From an optimization exercise on the open Yosys and OpenROAD flow, aimed at small area and a short achievable clock period; shortcuts taken in it are not production practice.
The RTL was checked by simulation tests, not by an equivalence proof against the original design.
No activity file was given, so power comes from the tool's default toggle rates.

==> inputs of run B <==
==> flow/design.v <==
module tlb_mp #(
  parameter int ENTRIES = 16,
  parameter int NPORTS  = 2,
  parameter int IDX_W   = $clog2(ENTRIES)
) (
  input  logic                  clk,
  input  logic                  rst,
  input  logic [7:0]            asid,
  input  logic [NPORTS-1:0]     lk_req,
  input  logic [NPORTS*32-1:0]  lk_vaddr,
  output logic [NPORTS-1:0]     lk_ack,
  output logic [NPORTS*32-1:0]  lk_paddr,
  output logic [NPORTS-1:0]     lk_miss,
  output logic [NPORTS-1:0]     lk_valid,
  output logic [NPORTS-1:0]     lk_dirty,
  output logic [NPORTS-1:0]     lk_uncached,
  input  logic                  tlb_we,
  input  logic                  tlb_wr_random,
  input  logic [IDX_W-1:0]      tlb_config_index,
  input  logic [85:0]           tlb_config,
  input  logic                  wired_we,
  input  logic [IDX_W-1:0]      wired_i,
  output logic [IDX_W-1:0]      random_o,
  input  logic                  tlb_p,
  output logic                  tlb_p_done,
  output logic [31:0]           tlb_p_res_o,
  input  logic [IDX_W-1:0]      tlb_read_index,
  output logic [85:0]           tlb_read_config_o
);
  localparam logic [IDX_W-1:0] LAST_IDX = IDX_W'(ENTRIES - 1);
  logic [85:0]      tlb [ENTRIES];
  logic [IDX_W-1:0] random_q;
  logic [IDX_W-1:0] wired_q;
  logic [IDX_W-1:0] wr_idx;
  assign random_o          = random_q;
  assign tlb_read_config_o = tlb[tlb_read_index];
  assign wr_idx            = tlb_wr_random ? random_q : tlb_config_index;
  always_ff @(posedge clk) begin
    if (rst) begin
      for (int i = 0; i < ENTRIES; i++) tlb[i] <= '0;
    end else if (tlb_we) begin
      tlb[wr_idx] <= tlb_config;
    end
  end
  always_ff @(posedge clk) begin
    if (rst) begin
      wired_q  <= '0;
      random_q <= LAST_IDX;
    end else if (wired_we) begin
      wired_q  <= wired_i;
      random_q <= LAST_IDX;
    end else if (random_q == wired_q) begin
      random_q <= LAST_IDX;
    end else begin
      random_q <= random_q - IDX_W'(1);
    end
  end
  genvar gp;
  for (gp = 0; gp < NPORTS; gp++) begin : g_port
    logic [31:0]      va;
    logic             hit;
    logic [IDX_W-1:0] idx;
    logic [19:0]      pfn;
    logic [2:0]       cca;
    logic             d_bit;
    logic             v_bit;
    logic             ack_q, miss_q, valid_q, dirty_q, unc_q;
    logic [31:0]      paddr_q;
    always_comb begin
      va  = lk_vaddr[32*gp +: 32];
      hit = 1'b0;
      idx = '0;
      for (int i = ENTRIES - 1; i >= 0; i--) begin
        if (tlb[i][70:52] == va[31:13] && (tlb[i][51] || tlb[i][85:78] == asid)) begin
          hit = 1'b1;
          idx = i[IDX_W-1:0];
        end
      end
      pfn   = va[12] ? tlb[idx][25:6] : tlb[idx][50:31];
      cca   = va[12] ? tlb[idx][5:3]  : tlb[idx][30:28];
      d_bit = va[12] ? tlb[idx][2]    : tlb[idx][27];
      v_bit = va[12] ? tlb[idx][1]    : tlb[idx][26];
    end
    always_ff @(posedge clk) begin
      if (rst) begin
        ack_q   <= 1'b0;
        paddr_q <= '0;
        miss_q  <= 1'b0;
        valid_q <= 1'b0;
        dirty_q <= 1'b0;
        unc_q   <= 1'b0;
      end else begin
        ack_q <= lk_req[gp];
        if (lk_req[gp]) begin
          paddr_q <= hit ? {pfn, va[11:0]} : 32'd0;
          miss_q  <= ~hit;
          valid_q <= hit & v_bit;
          dirty_q <= hit & d_bit;
          unc_q   <= hit & (cca == 3'd2);
        end
      end
    end
    assign lk_ack[gp]             = ack_q;
    assign lk_paddr[32*gp +: 32]  = paddr_q;
    assign lk_miss[gp]            = miss_q;
    assign lk_valid[gp]           = valid_q;
    assign lk_dirty[gp]           = dirty_q;
    assign lk_uncached[gp]        = unc_q;
  end
  logic             p_hit;
  logic [IDX_W-1:0] p_idx;
  always_comb begin
    p_hit = 1'b0;
    p_idx = '0;
    for (int i = ENTRIES - 1; i >= 0; i--) begin
      if (tlb[i][70:52] == tlb_config[70:52] && (tlb[i][51] || tlb[i][85:78] == asid)) begin
        p_hit = 1'b1;
        p_idx = i[IDX_W-1:0];
      end
    end
  end
  always_ff @(posedge clk) begin
    if (rst) begin
      tlb_p_done  <= 1'b0;
      tlb_p_res_o <= '0;
    end else begin
      tlb_p_done <= tlb_p;
      if (tlb_p) begin
        tlb_p_res_o <= p_hit ? {{(32-IDX_W){1'b0}}, p_idx} : 32'h8000_0000;
      end
    end
  end
endmodule
==> flow/run.sh <==
#!/bin/bash
# synth_recipe.tcl (not shown) runs the flow's synth.tcl, then flattens the netlist and writes it again
# the make line also repeats each setting of config.mk as NAME=value (left out here)
make -C /OpenROAD-flow-scripts/flow DESIGN_CONFIG=/design/flow/config.mk WORK_HOME=/design/flow/orfs CLKGATE_MAP_FILE= SYNTH_SCRIPT=/design/flow/synth_recipe.tcl finish
==> flow/config.mk <==
export PLATFORM = sky130hd
export DESIGN_NAME = tlb_mp
export DESIGN_NICKNAME = tlb_mp
export VERILOG_FILES = /design/flow/design.v
export SDC_FILE = /design/flow/constraint.sdc
export NUM_CORES = 4
export LEC_CHECK = 0
export CAP_MARGIN = 20
export CORE_MARGIN = 2
export CORE_UTILIZATION = 30
export SETUP_SLACK_MARGIN = 0.2
export SLEW_MARGIN = 20
==> flow/constraint.sdc <==
create_clock -name core_clock -period 6.0 [get_ports {clk}]
set_input_delay 1.2000 -clock core_clock [delete_from_list [all_inputs] [get_ports {clk}]]
set_output_delay 1.2000 -clock core_clock [all_outputs]
set_load 0.01 [all_outputs]
==> run M: changes against run B <==
--- a/flow/design.v
+++ b/flow/design.v
@@ -30,14 +30,16 @@
   localparam logic [IDX_W-1:0] LAST_IDX = IDX_W'(ENTRIES - 1);
-  logic [85:0]      tlb [ENTRIES];
-  logic [IDX_W-1:0] random_q;
-  logic [IDX_W-1:0] wired_q;
-  logic [IDX_W-1:0] wr_idx;
-  assign random_o          = random_q;
-  assign tlb_read_config_o = tlb[tlb_read_index];
-  assign wr_idx            = tlb_wr_random ? random_q : tlb_config_index;
-  always_ff @(posedge clk) begin
-    if (rst) begin
-      for (int i = 0; i < ENTRIES; i++) tlb[i] <= '0;
-    end else if (tlb_we) begin
-      tlb[wr_idx] <= tlb_config;
+  logic [85:0]        tlb [ENTRIES];
+  logic [IDX_W-1:0]   random_q;
+  logic [IDX_W-1:0]   wired_q;
+  logic [IDX_W-1:0]   wr_idx;
+  logic [85:0]        wdata;
+  logic [ENTRIES-1:0] wen;
+  assign random_o = random_q;
+  assign wr_idx   = tlb_wr_random ? random_q : tlb_config_index;
+  assign wdata    = tlb_config & {86{~rst}};
+  genvar ge;
+  for (ge = 0; ge < ENTRIES; ge++) begin : g_ent
+    assign wen[ge] = rst | (tlb_we & (wr_idx == IDX_W'(ge)));
+    always_ff @(posedge clk) begin
+      if (wen[ge]) tlb[ge] <= wdata;
     end
@@ -57,27 +59,39 @@
   end
+  always_comb begin
+    tlb_read_config_o = '0;
+    for (int i = 0; i < ENTRIES; i++)
+      tlb_read_config_o |= tlb[i] & {86{tlb_read_index == IDX_W'(i)}};
+  end
+  logic [ENTRIES-1:0] asid_ok;
+  always_comb
+    for (int i = 0; i < ENTRIES; i++)
+      asid_ok[i] = tlb[i][51] | (tlb[i][85:78] == asid);
+  logic [ENTRIES-1:0] unc0, unc1;
+  always_comb
+    for (int i = 0; i < ENTRIES; i++) begin
+      unc0[i] = (tlb[i][30:28] == 3'd2);
+      unc1[i] = (tlb[i][5:3] == 3'd2);
+    end
   genvar gp;
   for (gp = 0; gp < NPORTS; gp++) begin : g_port
-    logic [31:0]      va;
-    logic             hit;
-    logic [IDX_W-1:0] idx;
-    logic [19:0]      pfn;
-    logic [2:0]       cca;
-    logic             d_bit;
-    logic             v_bit;
-    logic             ack_q, miss_q, valid_q, dirty_q, unc_q;
-    logic [31:0]      paddr_q;
+    logic [31:0]        va;
+    logic [ENTRIES-1:0] m, oh, below;
+    logic               hit;
+    logic [22:0]        sel;    
+    logic               ack_q, miss_q, valid_q, dirty_q, unc_q;
+    logic [31:0]        paddr_q;
+    assign va = lk_vaddr[32*gp +: 32];
     always_comb begin
-      va  = lk_vaddr[32*gp +: 32];
-      hit = 1'b0;
-      idx = '0;
-      for (int i = ENTRIES - 1; i >= 0; i--) begin
-        if (tlb[i][70:52] == va[31:13] && (tlb[i][51] || tlb[i][85:78] == asid)) begin
-          hit = 1'b1;
-          idx = i[IDX_W-1:0];
-        end
+      for (int i = 0; i < ENTRIES; i++)
+        m[i] = (tlb[i][70:52] == va[31:13]) & asid_ok[i];
+      below[0] = 1'b0;
+      for (int i = 1; i < ENTRIES; i++)
+        below[i] = below[i-1] | m[i-1];
+      oh  = m & ~below;
+      hit = |m;
+      sel = '0;
+      for (int i = 0; i < ENTRIES; i++) begin
+        sel |= {tlb[i][50:31], unc0[i], tlb[i][27], tlb[i][26]} & {23{oh[i] & ~va[12]}};
+        sel |= {tlb[i][25:6],  unc1[i], tlb[i][2],  tlb[i][1]}  & {23{oh[i] &  va[12]}};
       end
-      pfn   = va[12] ? tlb[idx][25:6] : tlb[idx][50:31];
-      cca   = va[12] ? tlb[idx][5:3]  : tlb[idx][30:28];
-      d_bit = va[12] ? tlb[idx][2]    : tlb[idx][27];
-      v_bit = va[12] ? tlb[idx][1]    : tlb[idx][26];
     end
@@ -94,7 +108,7 @@
         if (lk_req[gp]) begin
-          paddr_q <= hit ? {pfn, va[11:0]} : 32'd0;
+          paddr_q <= {sel[22:3], va[11:0] & {12{hit}}};
           miss_q  <= ~hit;
-          valid_q <= hit & v_bit;
-          dirty_q <= hit & d_bit;
-          unc_q   <= hit & (cca == 3'd2);
+          valid_q <= sel[0];
+          dirty_q <= sel[1];
+          unc_q   <= sel[2];
         end
@@ -109,13 +123,12 @@
   end
-  logic             p_hit;
-  logic [IDX_W-1:0] p_idx;
+  logic [ENTRIES-1:0] pm;
+  logic               p_hit;
+  logic [IDX_W-1:0]   p_idx;
   always_comb begin
-    p_hit = 1'b0;
+    for (int i = 0; i < ENTRIES; i++)
+      pm[i] = (tlb[i][70:52] == tlb_config[70:52]) & asid_ok[i];
+    p_hit = |pm;
     p_idx = '0;
-    for (int i = ENTRIES - 1; i >= 0; i--) begin
-      if (tlb[i][70:52] == tlb_config[70:52] && (tlb[i][51] || tlb[i][85:78] == asid)) begin
-        p_hit = 1'b1;
-        p_idx = i[IDX_W-1:0];
-      end
-    end
+    for (int i = ENTRIES - 1; i >= 0; i--)
+      if (pm[i]) p_idx = IDX_W'(i);
   end
@@ -123,3 +136,3 @@
     if (rst) begin
-      tlb_p_done  <= 1'b0;
+      tlb_p_done <= 1'b0;
       tlb_p_res_o <= '0;
==> flow/flow/run.sh (new file) <==
#!/bin/bash
# Own layout flow: the standard flow (standard synthesis unchanged), with two
# differences in how the layout is made:
#  - sizing may swap cells across footprints (MATCH_CELL_FOOTPRINT=0), so the
#    port buffers can be resized like any other buffer;
#  - ports are buffered with plain buf_2 cells instead of delay buffers.
# The make/tool output goes to standard_flow.log; each ORFS step keeps its own
# log under orfs/logs/.
set -uo pipefail
bash standard.sh MATCH_CELL_FOOTPRINT=0 \
  "BUFFER_PORTS_ARGS=-buffer_cell sky130_fd_sc_hd__buf_2" \
  finish > standard_flow.log 2>&1
==> flow/standard.sh (new file) <==
#!/bin/bash
# synth_recipe.tcl (not shown) runs the flow's synth.tcl, then flattens the netlist and writes it again
# the make line also repeats each setting of config.mk as NAME=value (left out here)
make -C /OpenROAD-flow-scripts/flow DESIGN_CONFIG=/design/flow/config.mk WORK_HOME=/design/flow/orfs CLKGATE_MAP_FILE= SYNTH_SCRIPT=/design/flow/synth_recipe.tcl "${@:-finish}"
- CORE_UTILIZATION: 30 -> 45
- SETUP_SLACK_MARGIN: 0.2 -> 2.0
removed: flow/run.sh
==> run A: changes against run B <==
--- a/flow/design.v
+++ b/flow/design.v
@@ -30,14 +30,16 @@
   localparam logic [IDX_W-1:0] LAST_IDX = IDX_W'(ENTRIES - 1);
-  logic [85:0]      tlb [ENTRIES];
-  logic [IDX_W-1:0] random_q;
-  logic [IDX_W-1:0] wired_q;
-  logic [IDX_W-1:0] wr_idx;
-  assign random_o          = random_q;
-  assign tlb_read_config_o = tlb[tlb_read_index];
-  assign wr_idx            = tlb_wr_random ? random_q : tlb_config_index;
-  always_ff @(posedge clk) begin
-    if (rst) begin
-      for (int i = 0; i < ENTRIES; i++) tlb[i] <= '0;
-    end else if (tlb_we) begin
-      tlb[wr_idx] <= tlb_config;
+  logic [85:0]        tlb [ENTRIES];
+  logic [IDX_W-1:0]   random_q;
+  logic [IDX_W-1:0]   wired_q;
+  logic [IDX_W-1:0]   wr_idx;
+  logic [85:0]        wdata;
+  logic [ENTRIES-1:0] wen;
+  assign random_o = random_q;
+  assign wr_idx   = tlb_wr_random ? random_q : tlb_config_index;
+  assign wdata    = tlb_config & {86{~rst}};
+  genvar ge;
+  for (ge = 0; ge < ENTRIES; ge++) begin : g_ent
+    assign wen[ge] = rst | (tlb_we & (wr_idx == IDX_W'(ge)));
+    always_ff @(posedge clk) begin
+      if (wen[ge]) tlb[ge] <= wdata;
     end
@@ -57,27 +59,39 @@
   end
+  always_comb begin
+    tlb_read_config_o = '0;
+    for (int i = 0; i < ENTRIES; i++)
+      tlb_read_config_o |= tlb[i] & {86{tlb_read_index == IDX_W'(i)}};
+  end
+  logic [ENTRIES-1:0] asid_ok;
+  always_comb
+    for (int i = 0; i < ENTRIES; i++)
+      asid_ok[i] = tlb[i][51] | (tlb[i][85:78] == asid);
+  logic [ENTRIES-1:0] unc0, unc1;
+  always_comb
+    for (int i = 0; i < ENTRIES; i++) begin
+      unc0[i] = (tlb[i][30:28] == 3'd2);
+      unc1[i] = (tlb[i][5:3] == 3'd2);
+    end
   genvar gp;
   for (gp = 0; gp < NPORTS; gp++) begin : g_port
-    logic [31:0]      va;
-    logic             hit;
-    logic [IDX_W-1:0] idx;
-    logic [19:0]      pfn;
-    logic [2:0]       cca;
-    logic             d_bit;
-    logic             v_bit;
-    logic             ack_q, miss_q, valid_q, dirty_q, unc_q;
-    logic [31:0]      paddr_q;
+    logic [31:0]        va;
+    logic [ENTRIES-1:0] m, oh, below;
+    logic               hit;
+    logic [22:0]        sel;    
+    logic               ack_q, miss_q, valid_q, dirty_q, unc_q;
+    logic [31:0]        paddr_q;
+    assign va = lk_vaddr[32*gp +: 32];
     always_comb begin
-      va  = lk_vaddr[32*gp +: 32];
-      hit = 1'b0;
-      idx = '0;
-      for (int i = ENTRIES - 1; i >= 0; i--) begin
-        if (tlb[i][70:52] == va[31:13] && (tlb[i][51] || tlb[i][85:78] == asid)) begin
-          hit = 1'b1;
-          idx = i[IDX_W-1:0];
-        end
+      for (int i = 0; i < ENTRIES; i++)
+        m[i] = (tlb[i][70:52] == va[31:13]) & asid_ok[i];
+      below[0] = 1'b0;
+      for (int i = 1; i < ENTRIES; i++)
+        below[i] = below[i-1] | m[i-1];
+      oh  = m & ~below;
+      hit = |m;
+      sel = '0;
+      for (int i = 0; i < ENTRIES; i++) begin
+        sel |= {tlb[i][50:31], unc0[i], tlb[i][27], tlb[i][26]} & {23{oh[i] & ~va[12]}};
+        sel |= {tlb[i][25:6],  unc1[i], tlb[i][2],  tlb[i][1]}  & {23{oh[i] &  va[12]}};
       end
-      pfn   = va[12] ? tlb[idx][25:6] : tlb[idx][50:31];
-      cca   = va[12] ? tlb[idx][5:3]  : tlb[idx][30:28];
-      d_bit = va[12] ? tlb[idx][2]    : tlb[idx][27];
-      v_bit = va[12] ? tlb[idx][1]    : tlb[idx][26];
     end
@@ -94,7 +108,7 @@
         if (lk_req[gp]) begin
-          paddr_q <= hit ? {pfn, va[11:0]} : 32'd0;
+          paddr_q <= {sel[22:3], va[11:0] & {12{hit}}};
           miss_q  <= ~hit;
-          valid_q <= hit & v_bit;
-          dirty_q <= hit & d_bit;
-          unc_q   <= hit & (cca == 3'd2);
+          valid_q <= sel[0];
+          dirty_q <= sel[1];
+          unc_q   <= sel[2];
         end
@@ -109,13 +123,12 @@
   end
-  logic             p_hit;
-  logic [IDX_W-1:0] p_idx;
+  logic [ENTRIES-1:0] pm;
+  logic               p_hit;
+  logic [IDX_W-1:0]   p_idx;
   always_comb begin
-    p_hit = 1'b0;
+    for (int i = 0; i < ENTRIES; i++)
+      pm[i] = (tlb[i][70:52] == tlb_config[70:52]) & asid_ok[i];
+    p_hit = |pm;
     p_idx = '0;
-    for (int i = ENTRIES - 1; i >= 0; i--) begin
-      if (tlb[i][70:52] == tlb_config[70:52] && (tlb[i][51] || tlb[i][85:78] == asid)) begin
-        p_hit = 1'b1;
-        p_idx = i[IDX_W-1:0];
-      end
-    end
+    for (int i = ENTRIES - 1; i >= 0; i--)
+      if (pm[i]) p_idx = IDX_W'(i);
   end
@@ -123,3 +136,3 @@
     if (rst) begin
-      tlb_p_done  <= 1'b0;
+      tlb_p_done <= 1'b0;
       tlb_p_res_o <= '0;
==> qor summary <==
|  | run A | run M | run B |
|---|---|---|---|
| Layout multi-input combinational cell count | 4071 | 4071 | 5372 |
| Total clock network power | 10400 uW | 9850 uW | 10500 uW |
| Synth Instances | 6046 | 6046 | 7555 |
| Post-route standard cell area excluding fillers | 0.09482 mm^2 | 0.09708 mm^2 | 0.1076 mm^2 |
| Biggest Area Class | sequential cells | sequential cells | multi-input combinational cells |
| Final Core Density | 36.91% | 56.66% | 35.87% |
| Period utilization | 95.78% | 73.56% | 91.73% |
| Relative slew slack | 16.26% | 12.29% | 20.47% |
| Post-synthesis xor/xnor area fraction | 11.82% | 11.82% | 10.12% |
| Most common cell in the synthesized netlist | sky130_fd_sc_hd__edfxtp_1 | sky130_fd_sc_hd__edfxtp_1 | sky130_fd_sc_hd__and2_1 |
| Later-pin clock latency in the skew report | 0.89 ns | 0.87 ns | 0.89 ns |
| Met1 global-route usage | 40.81% | 58.97% | 33.72% |
| Final non-clock buffer share | 9.800% | 10.91% | 8.754% |
| Number of buffers other than clock buffers in the final layout | 895 | 996 | 877 |
| Cell area reported after detailed placement | 0.08925 mm^2 | 0.08397 mm^2 | 0.1022 mm^2 |
| Type of the setup path with the least slack | input port to primary output | input port to primary output | input port to flip-flop |
| Post CTS Setup Buffer Count | 0 | 151 | 0 |
| Wire length of the first global-routing pass | 552000 um | 548800 um | 558300 um |
| Leading cell type in the layout, fill and taps excluded | sky130_fd_sc_hd__edfxtp_1 | sky130_fd_sc_hd__edfxtp_1 | sky130_fd_sc_hd__and2_1 |
| Result of the run | no timing/DRC/antenna violations | no timing/DRC/antenna violations | no timing/DRC/antenna violations |
| Sw frac | 28.67% | 29.43% | 26.68% |
| Hold Slack | 0.4700 ns | 0.4717 ns | 0.4855 ns |
| Clock network power share | 38.7% | 37.1% | 40.7% |

separate check: timing with driven ports:
The flow's constraints put no driver on any port. The routed layouts listed below were extracted and timed again, unchanged, in two steps. Step 1 assumes that a clkbuf_16 drives the clock port and a buf_2 every other input. Step 2 times the ports against the registers' clock, not the clock port: input delays grow and output delays shrink by t, the midpoint of the rising clock arrivals with the driver on. Slacks: no drivers / after step 1 / after step 2; pairs: no drivers / after step 1.
run | shift t [ns] | slack for setup (ns) | worst hold slack (ns) | worst setup path after step 2 | pins driven straight from the clock port
run B | 0.942 | 0.496 / 0.573 / -0.368 | 0.486 / 0.486 / 0.486 | input to register | 1
run M | 0.945 | 1.586 / 1.498 / 0.911 | 0.472 / 0.472 / 0.472 | input to register | 1
run A | 0.951 | 0.253 / 0.168 / -0.495 | 0.470 / 0.470 / 0.470 | input to register | 1
Met with ideal ports but missed after step 2: setup timing in run B and run A. The setup slack of run B, which loses most, moves by +0.077 ns with the drivers and by -0.864 ns with both steps.
